Context: an optimization exercise on an open-source flow, tuned for a short achievable clock period and few clock cycles per item. The choices shown serve that exercise and are no tape-out recipe.
In this exercise RTL edits were held to simulation tests only and were not proved equivalent to the original.
Power figures rest on the tool's default switching activity, not on a simulated workload.

==> design/flow/design.v <==
module fme_halfpel_win #(
  parameter int PIX_W = 8,
  parameter int REF_W = 16,
  parameter int REF_H = 16
) (
  input  logic                         clk,
  input  logic                         rst,
  input  logic                         start,
  input  logic [$clog2(REF_W)-1:0]     cx,
  input  logic [$clog2(REF_H)-1:0]     cy,
  output logic                         rd_en,
  output logic [$clog2(REF_W*REF_H)-1:0] rd_addr,
  input  logic [PIX_W-1:0]             rd_data,
  output logic                         busy,
  output logic                         done,
  output logic [9*PIX_W-1:0]           half
);
  localparam int HVW = 21;    
  localparam int HW  = 15;    
  localparam int SHW = 11;    
  localparam logic [2:0] W_0 = 3'd0, W_P1 = 3'd1, W_M4 = 3'd2, W_M5 = 3'd3,
                         W_16 = 3'd4, W_20 = 3'd5, W_36 = 3'd6;
  function automatic logic [6:0] axis_cls(input logic [3:0] c, input logic [3:0] p);
    logic [2:0] w0, w1;
    logic [4:0] d;
    w0 = W_0;
    w1 = W_0;
    if (c < 4'd3 && p == 4'd0) begin
      case (c)
        4'd0:    begin w0 = W_36; w1 = W_16; end
        4'd1:    begin w0 = W_16; w1 = W_M4; end
        default: begin w0 = W_M4; w1 = W_P1; end
      endcase
    end else if (c > 4'd12 && p == 4'd15) begin
      case (c)
        4'd15:   begin w0 = W_16; w1 = W_36; end
        4'd14:   begin w0 = W_M4; w1 = W_16; end
        default: begin w0 = W_P1; w1 = W_M4; end
      endcase
    end else begin
      d = {1'b0, p} - {1'b0, c} + 5'd3;
      case (d)
        5'd0: begin w0 = W_P1; w1 = W_0;  end
        5'd1: begin w0 = W_M5; w1 = W_P1; end
        5'd2: begin w0 = W_20; w1 = W_M5; end
        5'd3: begin w0 = W_20; w1 = W_20; end
        5'd4: begin w0 = W_M5; w1 = W_20; end
        5'd5: begin w0 = W_P1; w1 = W_M5; end
        5'd6: begin w0 = W_0;  w1 = W_P1; end
        default: begin w0 = W_0; w1 = W_0; end
      endcase
    end
    axis_cls = {w0, w1, (p == c)};
  endfunction
  function automatic logic [9:0] wterms(input logic [2:0] w);
    case (w)
      W_P1:    wterms = {1'b1, 1'b0, 3'd0, 1'b0, 1'b0, 3'd0};
      W_M4:    wterms = {1'b1, 1'b1, 3'd2, 1'b0, 1'b0, 3'd0};
      W_M5:    wterms = {1'b1, 1'b1, 3'd2, 1'b1, 1'b1, 3'd0};
      W_16:    wterms = {1'b1, 1'b0, 3'd4, 1'b0, 1'b0, 3'd0};
      W_20:    wterms = {1'b1, 1'b0, 3'd4, 1'b1, 1'b0, 3'd2};
      W_36:    wterms = {1'b1, 1'b0, 3'd5, 1'b1, 1'b0, 3'd2};
      default: wterms = '0;
    endcase
  endfunction
  function automatic logic [SHW:0] tsel(input logic en, input logic neg, input logic [3:0] sh);
    logic [SHW-1:0] oh;
    oh = '0;
    for (int s = 0; s < SHW; s++)
      if (en && sh == 4'(s)) oh[s] = 1'b1;
    tsel = {en & neg, oh};
  endfunction
  function automatic logic [4*(SHW+1)-1:0] prod_sel(input logic [2:0] a, input logic [2:0] b);
    logic [9:0] ta, tb;
    ta = wterms(a);
    tb = wterms(b);
    prod_sel = {tsel(ta[9] & tb[9], ta[8] ^ tb[8], {1'b0, ta[7:5]} + {1'b0, tb[7:5]}),
                tsel(ta[9] & tb[4], ta[8] ^ tb[3], {1'b0, ta[7:5]} + {1'b0, tb[2:0]}),
                tsel(ta[4] & tb[9], ta[3] ^ tb[8], {1'b0, ta[2:0]} + {1'b0, tb[7:5]}),
                tsel(ta[4] & tb[4], ta[3] ^ tb[3], {1'b0, ta[2:0]} + {1'b0, tb[2:0]})};
  endfunction
  function automatic logic [2*(SHW+1)-1:0] lin_sel(input logic en, input logic [2:0] a);
    logic [9:0] ta;
    ta = wterms(a);
    lin_sel = {tsel(en & ta[9], ta[8], {1'b0, ta[7:5]}),
               tsel(en & ta[4], ta[3], {1'b0, ta[2:0]})};
  endfunction
  logic              busy_q, rd_en_q, done_q;
  logic [3:0]        X, Y;       
  logic [3:0]        xq, yq;     
  logic [3:0]        xlo, xhi, ylo, yhi, x_n, y_n;
  logic              row_end, last_rd;
  logic              a_v, a_l, m_v, m_l, f_l;
  assign xlo = (X < 4'd3)  ? 4'd0  : X - 4'd3;
  assign xhi = (X > 4'd12) ? 4'd15 : X + 4'd3;
  assign ylo = (Y < 4'd3)  ? 4'd0  : Y - 4'd3;
  assign yhi = (Y > 4'd12) ? 4'd15 : Y + 4'd3;
  assign x_n = (xq == xhi) ? xlo : xq + 4'd1;
  assign y_n = (yq == yhi) ? ylo : yq + 4'd1;
  assign row_end = (x_n == X);
  assign last_rd = row_end && (y_n == Y);
  always_ff @(posedge clk or negedge rst) begin
    if (!rst) begin
      busy_q  <= 1'b0;
      rd_en_q <= 1'b0;
      done_q  <= 1'b0;
      a_v     <= 1'b0;
      a_l     <= 1'b0;
      m_v     <= 1'b0;
      m_l     <= 1'b0;
      f_l     <= 1'b0;
    end else begin
      done_q <= f_l;
      if (!busy_q) begin
        busy_q  <= start;
        rd_en_q <= start;
      end else begin
        if (f_l) busy_q <= 1'b0;
        if (rd_en_q && last_rd) rd_en_q <= 1'b0;
      end
      a_v <= rd_en_q;
      a_l <= rd_en_q && last_rd;
      m_v <= a_v;
      m_l <= a_l;
      f_l <= m_l;
    end
  end
  always_ff @(posedge clk) begin
    if (!busy_q) begin
      X  <= cx;
      Y  <= cy;
      xq <= cx;
      yq <= cy;
    end else if (rd_en_q) begin
      if (row_end) begin
        xq <= X;
        yq <= y_n;
      end else begin
        xq <= x_n;
      end
    end
  end
  logic [6:0] ccls, rcls;    
  always_ff @(posedge clk) begin
    ccls <= axis_cls(X, xq);
    rcls <= axis_cls(Y, yq);
  end
  logic [4*(SHW+1)-1:0] s_hv00, s_hv10, s_hv01, s_hv11;
  logic [2*(SHW+1)-1:0] s_h0, s_h1, s_v0, s_v1;
  logic                 s_p;
  logic [PIX_W-1:0]     pq;
  always_ff @(posedge clk) begin
    pq     <= rd_data;
    s_hv00 <= prod_sel(ccls[6:4], rcls[6:4]);
    s_hv10 <= prod_sel(ccls[3:1], rcls[6:4]);
    s_hv01 <= prod_sel(ccls[6:4], rcls[3:1]);
    s_hv11 <= prod_sel(ccls[3:1], rcls[3:1]);
    s_h0   <= lin_sel(rcls[0], ccls[6:4]);
    s_h1   <= lin_sel(rcls[0], ccls[3:1]);
    s_v0   <= lin_sel(ccls[0], rcls[6:4]);
    s_v1   <= lin_sel(ccls[0], rcls[3:1]);
    s_p    <= ccls[0] & rcls[0];
  end
  function automatic logic [HVW-1:0] term(input logic [PIX_W-1:0] p, input logic [SHW:0] sel);
    logic [HVW-1:0] t;
    t = '0;
    for (int s = 0; s < SHW; s++)
      if (sel[s]) t = t | (HVW'(p) << s);
    term = t ^ {HVW{sel[SHW]}};
  endfunction
  function automatic logic [2*HVW-1:0] csa(input logic [HVW-1:0] a, b, c, input logic cin);
    logic [HVW-1:0] s, m;
    s = a ^ b ^ c;
    m = (a & b) | (a & c) | (b & c);
    csa = {s, m[HVW-2:0], cin};
  endfunction
  function automatic logic [2*HVW-1:0] mac4(input logic [HVW-1:0] fs, fc,
                                            input logic [PIX_W-1:0] p,
                                            input logic [4*(SHW+1)-1:0] sel);
    logic [HVW-1:0] t0, t1, t2, t3, s1, c1, s2, c2, s3, c3;
    t0 = term(p, sel[0*(SHW+1) +: SHW+1]);
    t1 = term(p, sel[1*(SHW+1) +: SHW+1]);
    t2 = term(p, sel[2*(SHW+1) +: SHW+1]);
    t3 = term(p, sel[3*(SHW+1) +: SHW+1]);
    {s1, c1} = csa(fs, fc, t0, sel[0*(SHW+1) + SHW]);
    {s2, c2} = csa(t1, t2, t3, sel[1*(SHW+1) + SHW]);
    {s3, c3} = csa(s1, c1, s2, sel[2*(SHW+1) + SHW]);
    mac4     = csa(s3, c3, c2, sel[3*(SHW+1) + SHW]);
  endfunction
  function automatic logic [2*HVW-1:0] mac2(input logic [HVW-1:0] fs, fc,
                                            input logic [PIX_W-1:0] p,
                                            input logic [2*(SHW+1)-1:0] sel);
    logic [HVW-1:0] t0, t1, s1, c1;
    t0 = term(p, sel[0*(SHW+1) +: SHW+1]);
    t1 = term(p, sel[1*(SHW+1) +: SHW+1]);
    {s1, c1} = csa(fs, fc, t0, sel[0*(SHW+1) + SHW]);
    mac2     = csa(s1, c1, t1, sel[1*(SHW+1) + SHW]);
  endfunction
  function automatic logic [2*HW-1:0] lmac(input logic [HW-1:0] fs, fc,
                                           input logic [PIX_W-1:0] p,
                                           input logic [2*(SHW+1)-1:0] sel);
    logic [2*HVW-1:0] r;
    r = mac2(HVW'(fs), HVW'(fc), p, sel);
    lmac = {r[HVW +: HW], r[0 +: HW]};
  endfunction
  logic [HVW-1:0] hv_s [4], hv_c [4];
  logic [HW-1:0]  l_s [4],  l_c [4];    
  logic [PIX_W-1:0] pc_q;
  always_ff @(posedge clk) begin
    if (m_v) begin
      {hv_s[0], hv_c[0]} <= mac4(hv_s[0], hv_c[0], pq, s_hv00);
      {hv_s[1], hv_c[1]} <= mac4(hv_s[1], hv_c[1], pq, s_hv10);
      {hv_s[2], hv_c[2]} <= mac4(hv_s[2], hv_c[2], pq, s_hv01);
      {hv_s[3], hv_c[3]} <= mac4(hv_s[3], hv_c[3], pq, s_hv11);
      {l_s[0], l_c[0]} <= lmac(l_s[0], l_c[0], pq, s_h0);
      {l_s[1], l_c[1]} <= lmac(l_s[1], l_c[1], pq, s_h1);
      {l_s[2], l_c[2]} <= lmac(l_s[2], l_c[2], pq, s_v0);
      {l_s[3], l_c[3]} <= lmac(l_s[3], l_c[3], pq, s_v1);
      if (s_p) pc_q <= pq;
    end else begin
      for (int i = 0; i < 4; i++) begin
        hv_s[i] <= HVW'(512);
        hv_c[i] <= '0;
        l_s[i]  <= HW'(16);
        l_c[i]  <= '0;
      end
    end
  end
  function automatic logic [PIX_W-1:0] clip_hv(input logic [HVW-1:0] v);
    if (v[HVW-1])            clip_hv = '0;
    else if (|v[HVW-2:18])   clip_hv = '1;
    else                     clip_hv = v[17:10];
  endfunction
  function automatic logic [PIX_W-1:0] clip_l(input logic [HW-1:0] v);
    if (v[HW-1])             clip_l = '0;
    else if (v[HW-2])        clip_l = '1;
    else                     clip_l = v[12:5];
  endfunction
  logic [9*PIX_W-1:0] res_c, half_q;
  always_comb begin
    res_c = '0;
    res_c[0*PIX_W +: PIX_W] = clip_hv(hv_s[0] + hv_c[0]);
    res_c[1*PIX_W +: PIX_W] = clip_l(l_s[2] + l_c[2]);
    res_c[2*PIX_W +: PIX_W] = clip_hv(hv_s[1] + hv_c[1]);
    res_c[3*PIX_W +: PIX_W] = clip_l(l_s[0] + l_c[0]);
    res_c[4*PIX_W +: PIX_W] = pc_q;
    res_c[5*PIX_W +: PIX_W] = clip_l(l_s[1] + l_c[1]);
    res_c[6*PIX_W +: PIX_W] = clip_hv(hv_s[2] + hv_c[2]);
    res_c[7*PIX_W +: PIX_W] = clip_l(l_s[3] + l_c[3]);
    res_c[8*PIX_W +: PIX_W] = clip_hv(hv_s[3] + hv_c[3]);
  end
  always_ff @(posedge clk or negedge rst) begin
    if (!rst)     half_q <= '0;
    else if (f_l) half_q <= res_c;
  end
  assign rd_en   = rd_en_q;
  assign rd_addr = {yq, xq};
  assign busy    = busy_q;
  assign done    = done_q;
  assign half    = half_q;
endmodule
==> design/flow/run.sh <==
#!/bin/bash
# synth_recipe.tcl (not shown) runs the flow's synth.tcl, then flattens the netlist and writes it again
# the make line also repeats each setting of config.mk as NAME=value (left out here)
make -C /OpenROAD-flow-scripts/flow DESIGN_CONFIG=/design/flow/config.mk WORK_HOME=/design/flow/orfs CLKGATE_MAP_FILE= SYNTH_SCRIPT=/design/flow/synth_recipe.tcl finish
==> design/flow/config.mk <==
export PLATFORM = sky130hd
export DESIGN_NAME = fme_halfpel_win
export DESIGN_NICKNAME = fme_halfpel_win
export VERILOG_FILES = /design/flow/design.v
export SDC_FILE = /design/flow/constraint.sdc
export NUM_CORES = 4
export LEC_CHECK = 0
export CAP_MARGIN = 20
export CORE_MARGIN = 2
export CORE_UTILIZATION = 40
export SLEW_MARGIN = 20
==> design/flow/constraint.sdc <==
create_clock -name core_clock -period 9.5 [get_ports {clk}]
set_input_delay 1.9000 -clock core_clock [delete_from_list [all_inputs] [get_ports {clk}]]
set_output_delay 1.9000 -clock core_clock [all_outputs]
set_load 0.01 [all_outputs]
==> results of run 1 <==
## cell usage in the layout (no fill, tap or decap), types with 63 or more instances in the layout
master and instances:
a21oi_1 92, a222oi_1 112, a22oi_1 474, and2_1 308, clkbuf_16 80, clkdlybuf4s50_1 100, dfrtp_1 78, dfxtp_1 515
fa_1 434, ha_1 206, inv_1 543, nand2_1 227, nand3_1 95, nor2_1 211, nor3_1 82, o21ai_0 63
xnor2_1 403, xor2_1 112
## worst max-delay path: cells and delay by family, from the launching register on
kind | cells | cell delay, ps
buffers and inverters | 4 | 1470
adder cells (fa/ha/maj) | 3 | 1380
flip-flops | 1 | 960
XOR/XNOR | 1 | 210
AO/OA/AOI/OAI | 1 | 170
AND/OR/NAND/NOR | 1 | 160
## flip-flops by register name (all words and copies together), names as in the netlist, 4 cells and up
| name | flops |
|---|---|
| X | 4 |
| Y | 4 |
| ccls | 7 |
| half_q | 72 |
| hv_c | 84 |
| hv_s | 84 |
| l_c | 60 |
| l_s | 60 |
| pc_q | 8 |
| pq | 8 |
| rcls | 7 |
| s_h0 | 12 |
| s_h1 | 12 |
| s_hv00 | 41 |
| s_hv01 | 41 |
| s_hv10 | 41 |
| s_hv11 | 41 |
| s_v0 | 12 |
| s_v1 | 12 |
| xq | 4 |
| yq | 4 |
## synth_stat cells, drive strengths merged (25+ instances only)
cell type	count
o2bb2ai	37
clkbuf	378
a22o	41
fa	434
dfxtp	523
xnor2	403
nand2b	25
and3	34
ha	206
a21oi	95
and2	308
a21o	26
inv	552
a221oi	45
xor2	112
nor2	211
nand4	62
nand3	95
nor3	83
nor2b	28
o21ai	69
dfrtp	80
buf	105
a22oi	475
nand2	228
a222oi	112
## cell type report
type | instances | area share
clock buffer | 110 | 0.04385
clock inverter | 35 | 0.007980
inverter | 554 | 0.04081
multi-input combinational | 3336 | 0.5841
sequential | 627 | 0.2596
tap | 1524 | 0.03742
timing repair buffer | 145 | 0.02627
## layer usage
layer | up-vias | share of wire | global-route usage
li1 | 16344 | - | -
met1 | 17204 | 0.44 | 0.2666
met2 | 1252 | 0.47 | 0.3255
met3 | 259 | 0.061 | 0.02997
met4 | 0 | 0.031 | 0.06577
met5 | - | 0 | 0
## through the flow
stage	hold WS [ps]	std cells	power (mW)
6_report	346.5	6331	9.792
5_1_grt	362.6	6331	10.53
4_1_cts	347.1	6331	9.926
3_5_place_dp	334.7	6186	6.790
3_3_place_gp	331.8	6186	6.717
2_1_floorplan	331.2	5001	5.857
## cell families after synthesis
family                     synth area share
and+or+nand+nor                      0.1220
buffers and inverters               0.08544
AOI/OAI and AO/OA                    0.1680
adders and majority gates            0.2402
DFF                                  0.2812
xor gates and xnor gates            0.09664
muxes                              0.006455
other                            0.00007994
## path summary, 6_finish.rpt
| check | slack, ps | from | depth (start not counted) | to |
|---|---|---|---|---|
| max | 4960 | pq[5] | 10 | hv_s[2][5] |
| max reg2reg | 4960 | pq[5] | 10 | hv_s[2][5] |
| min reg2reg | 350 | a_v | 0 | m_v |
| min in group asynchronous | 1230 | rst | 1 | half_q[12] |
| min | 350 | a_v | 0 | m_v |
| max in group asynchronous | 7200 | rst | 2 | half_q[1] |
## power by group through the flow
stage,Sequential [mW],Clock [mW],Combinational [mW]
finish,3.51,3.07,3.21
global route,3.57,3.25,3.71
CTS,3.51,3.15,3.27
detailed placement,3.56,0,3.23
global placement,3.56,0,3.16
floorplan,3.38,0,2.48
==> results.yml, run 1 <==
run_status:
  status: "complete, no violations"
critical_path:
  endpoint_kind: "register"
  crit_chain: "buf_4 > buf_4 > a222oi_1 > xnor2_1 > fa_1 > inv_1 > fa_1 > inv_1 > fa_1 > and2_1"
  crit_type: "reg -> reg"
  startpoint_type: "register"
  cpPeakStageDelay_ps: 960
  worstPathMaxFanout: 78
  cpMostUsedCell: "fa_1"
  critPathArrivalTime_ps: 5090
  crit_required_ps: 10050
  critPathSlowestCell: "dfxtp_4"
timing:
  worst_pin_slew_ps: 1103
  hold_viol: 0
  fmax_mhz: 220.2
  rsz0062_at_grt: "no"
  slew_viol_final: 0
  setup_ws_ps: 4958
  fin_skew_ps: 24.38
  relSlewSlack: 0.2639
  setup-tns-final_ps: 0
  period_needed_ps: 4542
  finalSetupViolCount: 0
  fin_crit_sh: 0.4781
pwr:
  p_per_area_mw_per_mm2: 192.1
  p_seq_frac: 0.358
  power.leakage_nw: 21.51
  combinationalPowerShare: 0.328
  intPower_mw: 6.303
  p_switching_mw: 3.488
  vdd_drop_max_mv: 0.1447
  clockPowerShare: 0.314
  swShare: 0.3563
detailed_routing:
  vias_per_cell: 5.538
  drtAntennaViolNets: 0
  wl_per_cell_um: 18.84
  vias: 35059
  drtPass1Iterations: 7
  drtIter0Drc: 3803
  route.detailed.drc: 0
  routed_wirelength_um: 119300
cells_and_area:
  final_area_mm2: 0.05096
  syn_to_final_growth_pct: 8.640
  layout-drive-gt1-share: 0.05159
  nets: 5402
  diodes: 0
  post-route-util: 0.4385
  multi_input_area_mm2: 0.02976
  seqCellArea_mm2: 0.01323
  fillers: 11158
logic_synthesis:
  avgSynthCellArea_um2: 9.408
  ys_seq_area_frac: 0.2812
  synth_top_area_cell: "dfxtp_1"
  synthTopCellsByArea: "dfxtp_1, fa_1, a22oi_1"
  synth_edf_count: 24
  synth_ff_type: "dfxtp_1"
  syn_inst: 4986
  async_reset_ff_frac: 0.1276
  synth_top_cell_area_share: 0.2232
  netlist_area_mm2: 0.04691
  ys_types: 87
  synth-seq-cells: 627
  ys_warn_count: 5
clock_tree:
  cts.reportedPaths.clkPinSlew_ps: 60
  clk_path_buf_depth: 3
  clock_latency_ps: 660
  cts_hold_buf: 0
  root_buffer: "clkbuf_16"
  cts_buffers: 79
  clock-sinks: 627
  post_cts_resize_count: 0
  htree_num_levels: 3
  post-cts-setup-buffer-count: 0
  cts_tree: "built"
place:
  place_congestion: 0.8651
  placed_cell_area_mm2: 0.04832
  dp_slack_ps: 5026
  io_buffers: 101
  dp_hpwl_um: 83240
floorplanning:
  ios: 102
  rows: 125
  die_h_um: 346.4
  die-area_mm2: 0.1200
  die_w_um: 346.4
  core-area_mm2: 0.1162
  initial_core_util: 0.4037
global_route:
  grtUsageTotal: 0.1982
  grt_pass1_wl_um: 195200
  grt_pass1_vias: 35433
  overflow: 0
  grt_max_degree: 108
  antenna_found_initial: 0
flow_run:
  cap_violations: 0
worst_hold_path:
  hold_path_class: "reg -> reg"
Testbench counts, summed over its fixed seeds: cycles 16,511, items 384.
==> run 2: changes to the inputs <==
--- a/design/flow/design.v
+++ b/design/flow/design.v
@@ -88,17 +88,24 @@
   logic              busy_q, rd_en_q, done_q;
   logic [3:0]        X, Y;       
   logic [3:0]        xq, yq;     
-  logic [3:0]        xlo, xhi, ylo, yhi, x_n, y_n;
+  logic              px, py;     
+  logic [3:0]        xlo, xhi, ylo, yhi;
+  logic              upx, upy;   
+  logic [3:0]        ex0, ex1, ey0, ey1;
   logic              row_end, last_rd;
-  logic              a_v, a_l, m_v, m_l, f_l;
+  logic              a_v, a_l, m_v, m_l;
   assign xlo = (X < 4'd3)  ? 4'd0  : X - 4'd3;
   assign xhi = (X > 4'd12) ? 4'd15 : X + 4'd3;
   assign ylo = (Y < 4'd3)  ? 4'd0  : Y - 4'd3;
   assign yhi = (Y > 4'd12) ? 4'd15 : Y + 4'd3;
-  assign x_n = (xq == xhi) ? xlo : xq + 4'd1;
-  assign y_n = (yq == yhi) ? ylo : yq + 4'd1;
-  assign row_end = (x_n == X);
-  assign last_rd = row_end && (y_n == Y);
+  assign upx = (X >= 4'd3);
+  assign upy = (Y >= 4'd3);
+  assign ex0 = upx ? xhi : xlo;
+  assign ex1 = upx ? xlo : xhi;
+  assign ey0 = upy ? yhi : ylo;
+  assign ey1 = upy ? ylo : yhi;
+  assign row_end = px && (xq == ex1);
+  assign last_rd = row_end && py && (yq == ey1);
   always_ff @(posedge clk or negedge rst) begin
     if (!rst) begin
       busy_q  <= 1'b0;
@@ -108,21 +115,19 @@
       a_l     <= 1'b0;
       m_v     <= 1'b0;
       m_l     <= 1'b0;
-      f_l     <= 1'b0;
     end else begin
-      done_q <= f_l;
+      done_q <= m_l;
       if (!busy_q) begin
         busy_q  <= start;
         rd_en_q <= start;
       end else begin
-        if (f_l) busy_q <= 1'b0;
+        if (m_l) busy_q <= 1'b0;
         if (rd_en_q && last_rd) rd_en_q <= 1'b0;
       end
       a_v <= rd_en_q;
       a_l <= rd_en_q && last_rd;
       m_v <= a_v;
       m_l <= a_l;
-      f_l <= m_l;
     end
   end
   always_ff @(posedge clk) begin
@@ -131,12 +136,31 @@
       Y  <= cy;
       xq <= cx;
       yq <= cy;
+      px <= 1'b0;
+      py <= 1'b0;
     end else if (rd_en_q) begin
-      if (row_end) begin
+      if (!px) begin
+        if (xq == ex0) begin
+          xq <= upx ? X - 4'd1 : X + 4'd1;
+          px <= 1'b1;
+        end else begin
+          xq <= upx ? xq + 4'd1 : xq - 4'd1;
+        end
+      end else if (!row_end) begin
+        xq <= upx ? xq - 4'd1 : xq + 4'd1;
+      end else begin
         xq <= X;
-        yq <= y_n;
-      end else begin
-        xq <= x_n;
+        px <= 1'b0;
+        if (!py) begin
+          if (yq == ey0) begin
+            yq <= upy ? Y - 4'd1 : Y + 4'd1;
+            py <= 1'b1;
+          end else begin
+            yq <= upy ? yq + 4'd1 : yq - 4'd1;
+          end
+        end else begin
+          yq <= upy ? yq - 4'd1 : yq + 4'd1;
+        end
       end
     end
   end
@@ -147,10 +171,24 @@
   end
   logic [4*(SHW+1)-1:0] s_hv00, s_hv10, s_hv01, s_hv11;
   logic [2*(SHW+1)-1:0] s_h0, s_h1, s_v0, s_v1;
-  logic                 s_p;
-  logic [PIX_W-1:0]     pq;
-  always_ff @(posedge clk) begin
-    pq     <= rd_data;
+  logic [PIX_W-1:0]     p_hv [4];    
+  logic [PIX_W-1:0]     p_l  [4];    
+  logic [PIX_W-1:0]     pc_q;
+  logic                 nzc0, nzc1, nzr0, nzr1;
+  assign nzc0 = (ccls[6:4] != W_0);
+  assign nzc1 = (ccls[3:1] != W_0);
+  assign nzr0 = (rcls[6:4] != W_0);
+  assign nzr1 = (rcls[3:1] != W_0);
+  always_ff @(posedge clk) begin
+    p_hv[0] <= (nzc0 && nzr0) ? rd_data : '0;
+    p_hv[1] <= (nzc1 && nzr0) ? rd_data : '0;
+    p_hv[2] <= (nzc0 && nzr1) ? rd_data : '0;
+    p_hv[3] <= (nzc1 && nzr1) ? rd_data : '0;
+    p_l[0]  <= (rcls[0] && nzc0) ? rd_data : '0;
+    p_l[1]  <= (rcls[0] && nzc1) ? rd_data : '0;
+    p_l[2]  <= (ccls[0] && nzr0) ? rd_data : '0;
+    p_l[3]  <= (ccls[0] && nzr1) ? rd_data : '0;
+    if (a_v && ccls[0] && rcls[0]) pc_q <= rd_data;
     s_hv00 <= prod_sel(ccls[6:4], rcls[6:4]);
     s_hv10 <= prod_sel(ccls[3:1], rcls[6:4]);
     s_hv01 <= prod_sel(ccls[6:4], rcls[3:1]);
@@ -159,7 +197,6 @@
     s_h1   <= lin_sel(rcls[0], ccls[3:1]);
     s_v0   <= lin_sel(ccls[0], rcls[6:4]);
     s_v1   <= lin_sel(ccls[0], rcls[3:1]);
-    s_p    <= ccls[0] & rcls[0];
   end
   function automatic logic [HVW-1:0] term(input logic [PIX_W-1:0] p, input logic [SHW:0] sel);
     logic [HVW-1:0] t;
@@ -205,18 +242,16 @@
   endfunction
   logic [HVW-1:0] hv_s [4], hv_c [4];
   logic [HW-1:0]  l_s [4],  l_c [4];    
-  logic [PIX_W-1:0] pc_q;
   always_ff @(posedge clk) begin
     if (m_v) begin
-      {hv_s[0], hv_c[0]} <= mac4(hv_s[0], hv_c[0], pq, s_hv00);
-      {hv_s[1], hv_c[1]} <= mac4(hv_s[1], hv_c[1], pq, s_hv10);
-      {hv_s[2], hv_c[2]} <= mac4(hv_s[2], hv_c[2], pq, s_hv01);
-      {hv_s[3], hv_c[3]} <= mac4(hv_s[3], hv_c[3], pq, s_hv11);
-      {l_s[0], l_c[0]} <= lmac(l_s[0], l_c[0], pq, s_h0);
-      {l_s[1], l_c[1]} <= lmac(l_s[1], l_c[1], pq, s_h1);
-      {l_s[2], l_c[2]} <= lmac(l_s[2], l_c[2], pq, s_v0);
-      {l_s[3], l_c[3]} <= lmac(l_s[3], l_c[3], pq, s_v1);
-      if (s_p) pc_q <= pq;
+      {hv_s[0], hv_c[0]} <= mac4(hv_s[0], hv_c[0], p_hv[0], s_hv00);
+      {hv_s[1], hv_c[1]} <= mac4(hv_s[1], hv_c[1], p_hv[1], s_hv10);
+      {hv_s[2], hv_c[2]} <= mac4(hv_s[2], hv_c[2], p_hv[2], s_hv01);
+      {hv_s[3], hv_c[3]} <= mac4(hv_s[3], hv_c[3], p_hv[3], s_hv11);
+      {l_s[0], l_c[0]} <= lmac(l_s[0], l_c[0], p_l[0], s_h0);
+      {l_s[1], l_c[1]} <= lmac(l_s[1], l_c[1], p_l[1], s_h1);
+      {l_s[2], l_c[2]} <= lmac(l_s[2], l_c[2], p_l[2], s_v0);
+      {l_s[3], l_c[3]} <= lmac(l_s[3], l_c[3], p_l[3], s_v1);
     end else begin
       for (int i = 0; i < 4; i++) begin
         hv_s[i] <= HVW'(512);
@@ -239,19 +274,19 @@
   logic [9*PIX_W-1:0] res_c, half_q;
   always_comb begin
     res_c = '0;
-    res_c[0*PIX_W +: PIX_W] = clip_hv(hv_s[0] + hv_c[0]);
+    res_c[0*PIX_W +: PIX_W] = clip_hv(hv_s[0] + hv_c[0] + HVW'(p_hv[0]));
     res_c[1*PIX_W +: PIX_W] = clip_l(l_s[2] + l_c[2]);
-    res_c[2*PIX_W +: PIX_W] = clip_hv(hv_s[1] + hv_c[1]);
+    res_c[2*PIX_W +: PIX_W] = clip_hv(hv_s[1] + hv_c[1] + HVW'(p_hv[1]));
     res_c[3*PIX_W +: PIX_W] = clip_l(l_s[0] + l_c[0]);
     res_c[4*PIX_W +: PIX_W] = pc_q;
     res_c[5*PIX_W +: PIX_W] = clip_l(l_s[1] + l_c[1]);
-    res_c[6*PIX_W +: PIX_W] = clip_hv(hv_s[2] + hv_c[2]);
+    res_c[6*PIX_W +: PIX_W] = clip_hv(hv_s[2] + hv_c[2] + HVW'(p_hv[2]));
     res_c[7*PIX_W +: PIX_W] = clip_l(l_s[3] + l_c[3]);
-    res_c[8*PIX_W +: PIX_W] = clip_hv(hv_s[3] + hv_c[3]);
+    res_c[8*PIX_W +: PIX_W] = clip_hv(hv_s[3] + hv_c[3] + HVW'(p_hv[3]));
   end
   always_ff @(posedge clk or negedge rst) begin
     if (!rst)     half_q <= '0;
-    else if (f_l) half_q <= res_c;
+    else if (m_l) half_q <= res_c;
   end
   assign rd_en   = rd_en_q;
   assign rd_addr = {yq, xq};
--- a/design/flow/config.mk
+++ b/design/flow/config.mk
@@ -5,7 +5,9 @@
 export SDC_FILE = /design/flow/constraint.sdc
 export NUM_CORES = 4
 export LEC_CHECK = 0
+export ABC_CLOCK_PERIOD_IN_PS = 3000
 export CAP_MARGIN = 20
 export CORE_MARGIN = 2
 export CORE_UTILIZATION = 40
+export SETUP_SLACK_MARGIN = 5
 export SLEW_MARGIN = 20
==> run 2 against run 1 <==
Net effect: sequential share of layout area up 0.30 points; register-to-register slack better by 420 ps; clock power up 6.8%; cell count up 7.0%; count of clock-buffer cells in the layout up 3; global-route usage up 0.53 points; maximum frequency up 10%; cell area up 7.0%; hold slack worse by 2.7 ps; non-clock buffer count up 6; clock skew up 5.0 ps; die area up 6.5%.
==> results.yml, run 2 <==
global_route:
  grt_pass1_vias: 37176
  grt_max_degree: 213
  overflow: 0
  grt_pass1_wl_um: 210200
  grtUsageTotal: 0.2035
  antenna_found_initial: 5
clock_tree:
  clock_latency_ps: 690
  clk_path_buf_depth: 3
  cts_buffers: 81
  cts.reportedPaths.clkPinSlew_ps: 60
  root_buffer: "clkbuf_16"
  clock-sinks: 683
  post-cts-setup-buffer-count: 0
  post_cts_resize_count: 0
  htree_num_levels: 3
  cts_tree: "built"
  cts_hold_buf: 0
detailed_routing:
  route.detailed.drc: 0
  vias_per_cell: 5.464
  routed_wirelength_um: 128400
  drtAntennaViolNets: 0
  drtIter0Drc: 4013
  wl_per_cell_um: 18.96
  vias: 37001
  drtPass1Iterations: 11
critical_path:
  critPathTopFamily: "compound AO/OA/AOI/OAI gates"
  critPathArrivalTime_ps: 4720
  worstPathMaxFanout: 38
  startpoint_type: "register"
  cpPeakStageDelay_ps: 730
  crit_chain: "buf_4 > fa_1 > ha_1 > a21oi_1 > o221ai_1 > a2111oi_1 > nor3b_1 > or3_1 > a21oi_2 > and3_1 > a221o_1"
  crit_required_ps: 10090
  endpoint_kind: "register"
  crit_type: "reg -> reg"
  critPathSlowestCell: "a2111oi_1"
  cp_num_buf_inv: 1
cells_and_area:
  top_regs: "hv_c x84, hv_s x84, half_q x72"
  syn_to_final_growth_pct: 8.997
  final_cell_mix: "dfxtp_1, inv_1, a22oi_1, fa_1, xnor2_1"
  mostFrequentLayoutCell: "dfxtp_1"
  nets: 5798
  layout-drive-gt1-share: 0.04910
timing:
  hold_viol: 0
  rsz0062_at_grt: "no"
  relSlewSlack: 0.2190
  slew_viol_final: 0
  setup-tns-final_ps: 0
  fmax_mhz: 242.6
  worst_pin_slew_ps: 1161
  fin_crit_sh: 0.4339
  fin_skew_ps: 29.41
  finalSetupViolCount: 0
  period_needed_ps: 4122
floorplanning:
  rows: 129
  core-area_mm2: 0.1240
  ios: 102
  initial_core_util: 0.4034
  die_w_um: 357.6
  die_h_um: 357.6
  die-area_mm2: 0.1279
logic_synthesis:
  yosys-mux-area-fraction: 0.005679
  synth-simple-area-share: 0.1239
  synth_ff_type: "dfxtp_1"
  ys_types: 85
  ys_warn_count: 7
  synth_top_area_cell: "dfxtp_1"
  synth-seq-cells: 683
  synth_xor_area_frac: 0.09157
  synth_edf_count: 24
  synth-compound-area-share: 0.1636
  synth_most_common_cell: "dfxtp_1"
  syn_inst: 5297
  synthTopCellsByArea: "dfxtp_1, fa_1, a22oi_1"
  synth_fa_ha_area_frac: 0.2480
  synth_top_family_by_area: "adder cells"
  synth_top_cell_area_share: 0.2322
  ys_seq_area_frac: 0.2861
  async_reset_ff_frac: 0.1157
  netlist_area_mm2: 0.05001
  avgSynthCellArea_um2: 9.441
  synth_common_cells: "dfxtp_1, inv_1, a22oi_1"
pwr:
  power.leakage_nw: 23.32
  power_mw: 8.010
  vdd_drop_max_mv: 0.1686
  p_per_area_mw_per_mm2: 147.0
flow_run:
  cap_violations: 0
run_status:
  status: "complete, no violations"
place:
  io_buffers: 101
  place_congestion: 0.8914
  dp_hpwl_um: 92200
worst_hold_path:
  hold_path_class: "reg -> reg"
[run 2: cell types whose count changed after synthesis, moves of 26 or more]
cell	change
and2_1	+41
fa_1	+28
inv_1	+31
nor2_1	+26
clkbuf_2	-30
nand2_1	+31
buf_1	+30
dfxtp_1	+57
ha_1	+46
[run 2: kinds of logic (layout without fill, tap and decap cells)]
group / count (synthesis) / after routing
AND/OR/NAND/NOR: 1215 / 1215
AO/OA/AOI/OAI: 1068 / 1068
buffers and inverters: 1067 / 887
adder cells (fa/ha/maj): 714 / 714
flip-flops: 683 / 683
XOR/XNOR: 522 / 522
multiplexers: 27 / 27
other: 1 / 19
[run 2: worst register-to-register path: stages (launching register included)]
cell	delay (ps)
dfxtp_1	310
buf_4	390
fa_1	510
ha_1	300
a21oi_1	140
o221ai_1	260
a2111oi_1	730
nor3b_1	140
or3_1	360
a21oi_2	350
and3_1	390
a221o_1	170
[run 2: worst paths after layout]
check | start | endpoint | slack (ps) | cells after the start
max reg2reg | p_hv[1][3] | half_q[21] | 5380 | 11
min in group asynchronous | rst | half_q[70] | 1260 | 1
min | a_l | m_l | 340 | 0
max | p_hv[1][3] | half_q[21] | 5380 | 11
min reg2reg | a_l | m_l | 340 | 0
max in group asynchronous | rst | half_q[1] | 7090 | 2
[run 2: area by class of cell]
cell class | instances | area [um^2]
Multi-Input combinational cell | 3562 | 31710
Timing Repair Buffer | 151 | 1396
Antenna cell | 3 | 7.507
Clock buffer | 113 | 2406
Sequential cell | 683 | 14310
Clock inverter | 37 | 425.4
Inverter | 586 | 2201
Fill cell | 11883 | 69450
Tap cell | 1637 | 2048
[run 2: routing by layer]
layer,global-route usage,vias to the layer above,share of wire
met2,0.3141,1297,0.44
li1,-,17436,-
met1,0.2907,18033,0.46
met5,0,-,0
met3,0.03053,235,0.062
met4,0.06962,0,0.034
[run 2: metrics by stage]
| stage | instance area (um^2) | worst slack (ps) | hold WS [ps] | cells | util |
|---|---|---|---|---|---|
| after floorplan | 50070 | 5886 | 331.2 | 5312 | - |
| after global placement | 51670 | 5338 | 339.2 | 6619 | 0.4168 |
| after detailed placement | 51670 | 5286 | 339.4 | 6619 | 0.4168 |
| after CTS | 54500 | 5259 | 347.8 | 6769 | 0.4397 |
| after global routing | 54500 | 5144 | 343.9 | 6769 | 0.4397 |
| final | 54510 | 5378 | 343.8 | 6772 | 0.4397 |
[run 2: report_power, final]
group,internal [mW],total (mW),switching (mW)
logic,0.525,1.52,1.00
clock network,1.93,3.28,1.35
registers,3.02,3.21,0.188
Testbench counts of run 2, summed over its fixed seeds: cycles 16,127, items 384.
==> run 3: changes to the inputs <==
==> design/flow/flow/run.sh (new file) <==
#!/bin/bash
set -uo pipefail
bash standard.sh SETUP_SLACK_MARGIN=6.3 finish > make.log 2>&1
status=$?
tail -40 make.log
exit $status
==> design/flow/standard.sh (new file) <==
#!/bin/bash
# synth_recipe.tcl (not shown) runs the flow's synth.tcl, then flattens the netlist and writes it again
# the make line also repeats each setting of config.mk as NAME=value (left out here)
make -C /OpenROAD-flow-scripts/flow DESIGN_CONFIG=/design/flow/config.mk WORK_HOME=/design/flow/orfs CLKGATE_MAP_FILE= SYNTH_SCRIPT=/design/flow/synth_recipe.tcl "${@:-finish}"
--- a/design/flow/config.mk
+++ b/design/flow/config.mk
@@ -9,5 +9,4 @@
 export CAP_MARGIN = 20
 export CORE_MARGIN = 2
 export CORE_UTILIZATION = 40
-export SETUP_SLACK_MARGIN = 5
 export SLEW_MARGIN = 20
removed: design/flow/run.sh
==> run 3 against run 2 <==
Net effect: worst setup slack better by 840 ps; critical path type unchanged; sequential share of layout area decreased by 0.92 points; largest power group unchanged; core utilization is 1.8 points higher; critical path depth grew 1; combinational power increased by 15%; register-to-register slack improved by 840 ps.
==> results.yml, run 3 <==
pwr:
  intPower_mw: 5.618
  power.leakage_nw: 24.43
  p_switching_mw: 2.588
  p_per_area_mw_per_mm2: 144.7
  clockPowerShare: 0.395
  vdd_drop_max_mv: 0.1358
  combinationalPowerShare: 0.214
  p_seq_frac: 0.391
  swShare: 0.3154
timing:
  relSlewSlack: 0.3041
  hold_viol: 0
  fmax_mhz: 304.7
  setup-tns-final_ps: 0
  period_needed_ps: 3282
  rsz0062_at_grt: "yes"
  slew_viol_final: 0
  fin_crit_sh: 0.3455
  whs_ps: 374.4
  finalSetupViolCount: 0
  worst_pin_slew_ps: 1036
  fin_skew_ps: 30.80
logic_synthesis:
  avgSynthCellArea_um2: 9.441
  synth-seq-cells: 683
  async_reset_ff_frac: 0.1157
  synth_common_cells: "dfxtp_1, inv_1, a22oi_1"
  ys_warn_count: 7
  synth_edf_count: 24
  synth_most_common_cell: "dfxtp_1"
  ys_seq_area_frac: 0.2861
  netlist_area_mm2: 0.05001
  synthTopCellsByArea: "dfxtp_1, fa_1, a22oi_1"
  synth_top_area_cell: "dfxtp_1"
  syn_inst: 5297
  ys_types: 85
  synth_ff_type: "dfxtp_1"
  synth_top_cell_area_share: 0.2322
global_route:
  antenna_found_initial: 1
  grtUsageTotal: 0.2075
  grt_max_degree: 97
  grt_pass1_wl_um: 214000
  grt_pass1_vias: 37360
  overflow: 0
clock_tree:
  clock_latency_ps: 690
  cts_tree: "built"
  htree_num_levels: 3
  cts_buffers: 84
  cts_hold_buf: 0
  cts.reportedPaths.clkPinSlew_ps: 60
  clk_path_buf_depth: 3
  root_buffer: "clkbuf_16"
  clock-sinks: 683
worst_hold_path:
  hold_path_class: "reg -> reg"
  hold_start: "a_l"
floorplanning:
  die_h_um: 357.6
  ios: 102
  initial_core_util: 0.4034
  core-area_mm2: 0.1240
  rows: 129
  die-area_mm2: 0.1279
  die_w_um: 357.6
critical_path:
  crit-reg2reg-launch: "p_hv[2][7]"
  startpoint_type: "register"
  r2r_end: "half_q[53]"
  crit_path_end: "half_q[53]"
  worstPathMaxFanout: 38
  crit_required_ps: 10050
  r2r_setup_slack_ps: 6220
  reg2reg_depth: 12
  crit_type: "reg -> reg"
  endpoint_kind: "register"
  critPathArrivalTime_ps: 3830
  setup.worst_path.start: "p_hv[2][7]"
place:
  dp_hpwl_um: 93250
  place_congestion: 0.8688
  io_buffers: 101
  placed_cell_area_mm2: 0.05174
cells_and_area:
  nets: 5920
  final_area_mm2: 0.05671
  syn_to_final_growth_pct: 13.40
  final_cell_mix: "inv_1, dfxtp_1, a22oi_1, fa_1, xnor2_1"
  layout-drive-gt1-share: 0.1139
  mostFrequentLayoutCell: "inv_1"
  top_regs: "hv_c x84, hv_s x84, half_q x72"
detailed_routing:
  route.detailed.drc: 0
  wl_per_cell_um: 19.62
  drtIter0Drc: 4403
  routed_wirelength_um: 135200
  vias: 38214
  drtAntennaViolNets: 0
  vias_per_cell: 5.546
  drtPass1Iterations: 12
run_status:
  status: "complete, no violations"
flow_run:
  cap_violations: 0
[run 3: repair_timing]
item | in CTS | in global routing
endpoints found under the setup margin | 164 | 149
buffers inserted | 59 | 36
gates resized for setup | 455 | 154
pin swaps | 29 | 111
endpoints found under the hold margin | 0 | 0
cloned | 10 | 10
[run 3: per-stage QoR]
step | std cells | util | setup slack [ps] | power (mW)
after global routing | 6889 | 0.4575 | 6115 | 8.622
after detailed placement | 6623 | 0.4174 | 5475 | 4.771
final | 6890 | 0.4575 | 6218 | 8.206
after global placement | 6623 | 0.4174 | 5485 | 4.748
after CTS | 6842 | 0.4469 | 6254 | 8.171
after floorplan | 5312 | - | 6333 | 4.319
[run 3: final cells by class]
| cell class | instances | area [um^2] |
|---|---|---|
| clock inverter | 36 | 436.7 |
| tap | 1637 | 2048 |
| fill | 11706 | 67250 |
| timing repair buffer | 270 | 2641 |
| clock buffer | 114 | 2367 |
| inverter | 586 | 2203 |
| antenna | 2 | 5.005 |
| multi-input combinational | 3562 | 32640 |
| sequential | 683 | 14370 |
[run 3: power by group through the flow]
stage	clock network, mW	registers, mW	logic [mW]
global placement	0	3.27	1.48
CTS	3.33	3.19	1.65
finish	3.24	3.21	1.75
global route	3.45	3.23	1.95
detailed placement	0	3.27	1.50
floorplan	0	3.15	1.17
[run 3: worst max-delay path: stages, from the launching register on]
cell,delay (ps)
dfxtp_1,360
buf_12,220
fa_1,430
ha_2,340
o211ai_1,160
o31ai_1,300
nor2_1,80
buf_4,160
a311oi_4,340
mux2i_2,310
nor3b_4,60
buf_6,130
a221o_1,250
[run 3: cell families after synthesis]
| kind of cell | Yosys count | synth area share |
|---|---|---|
| AOI/OAI and AO/OA | 1068 | 0.1636 |
| xor gates and xnor gates | 522 | 0.09157 |
| adders and majority gates | 714 | 0.2480 |
| buffers and inverters | 1067 | 0.08106 |
| DFF | 683 | 0.2861 |
| muxes | 27 | 0.005679 |
| other | 1 | 0.00007498 |
| and+or+nand+nor | 1215 | 0.1239 |
[run 3: how the worst min path moves through the flow]
stage	endpoint	slack (ps)	depth (start not counted)
after floorplan	m_l	330	0
after global placement	m_l	370	0
after detailed placement	m_l	360	0
after CTS	m_l	370	0
after global routing	m_l	380	0
final	m_l	370	0
[run 3: layer usage]
layer	track usage	part of all wire	up-vias
li1	-	-	17703
met1	0.2965	0.45	18718
met2	0.3223	0.45	1505
met3	0.02896	0.065	288
met4	0.06946	0.036	0
met5	0	0	-

## afterwards: timing with drivers on the ports
No port has a modelled driver above. Below, the same layouts with a new extraction and two added sets of constraints.
Step 1, drivers: a clkbuf_16 drives clk and a buf_2 each remaining input, both assumed.
Step 2, shift: input delay + t, output delay - t, t = (earliest + latest rising clock arrival at the registers) / 2. This alone moves slack from input paths to output paths.
a / b / c = ideal / step 1 / step 2; a / b = the first two.
run | t (ns) | slack for setup (ns) | worst register clock-pin slew, ns | worst data-port slew with drivers (ns)
run 1 | 0.726 | 4.958 / 4.958 / 4.958 | 0.06 / 0.06 | 0.04
run 2 | 0.746 | 5.378 / 5.378 / 5.378 | 0.07 / 0.07 | 0.04
run 3 | 0.746 | 6.218 / 6.218 / 6.091 | 0.06 / 0.06 | 0.04
After both steps every run listed still meets setup and hold. The setup slack of run 3, which loses most, moves by 0.000 ns with the drivers and by -0.127 ns with both steps.
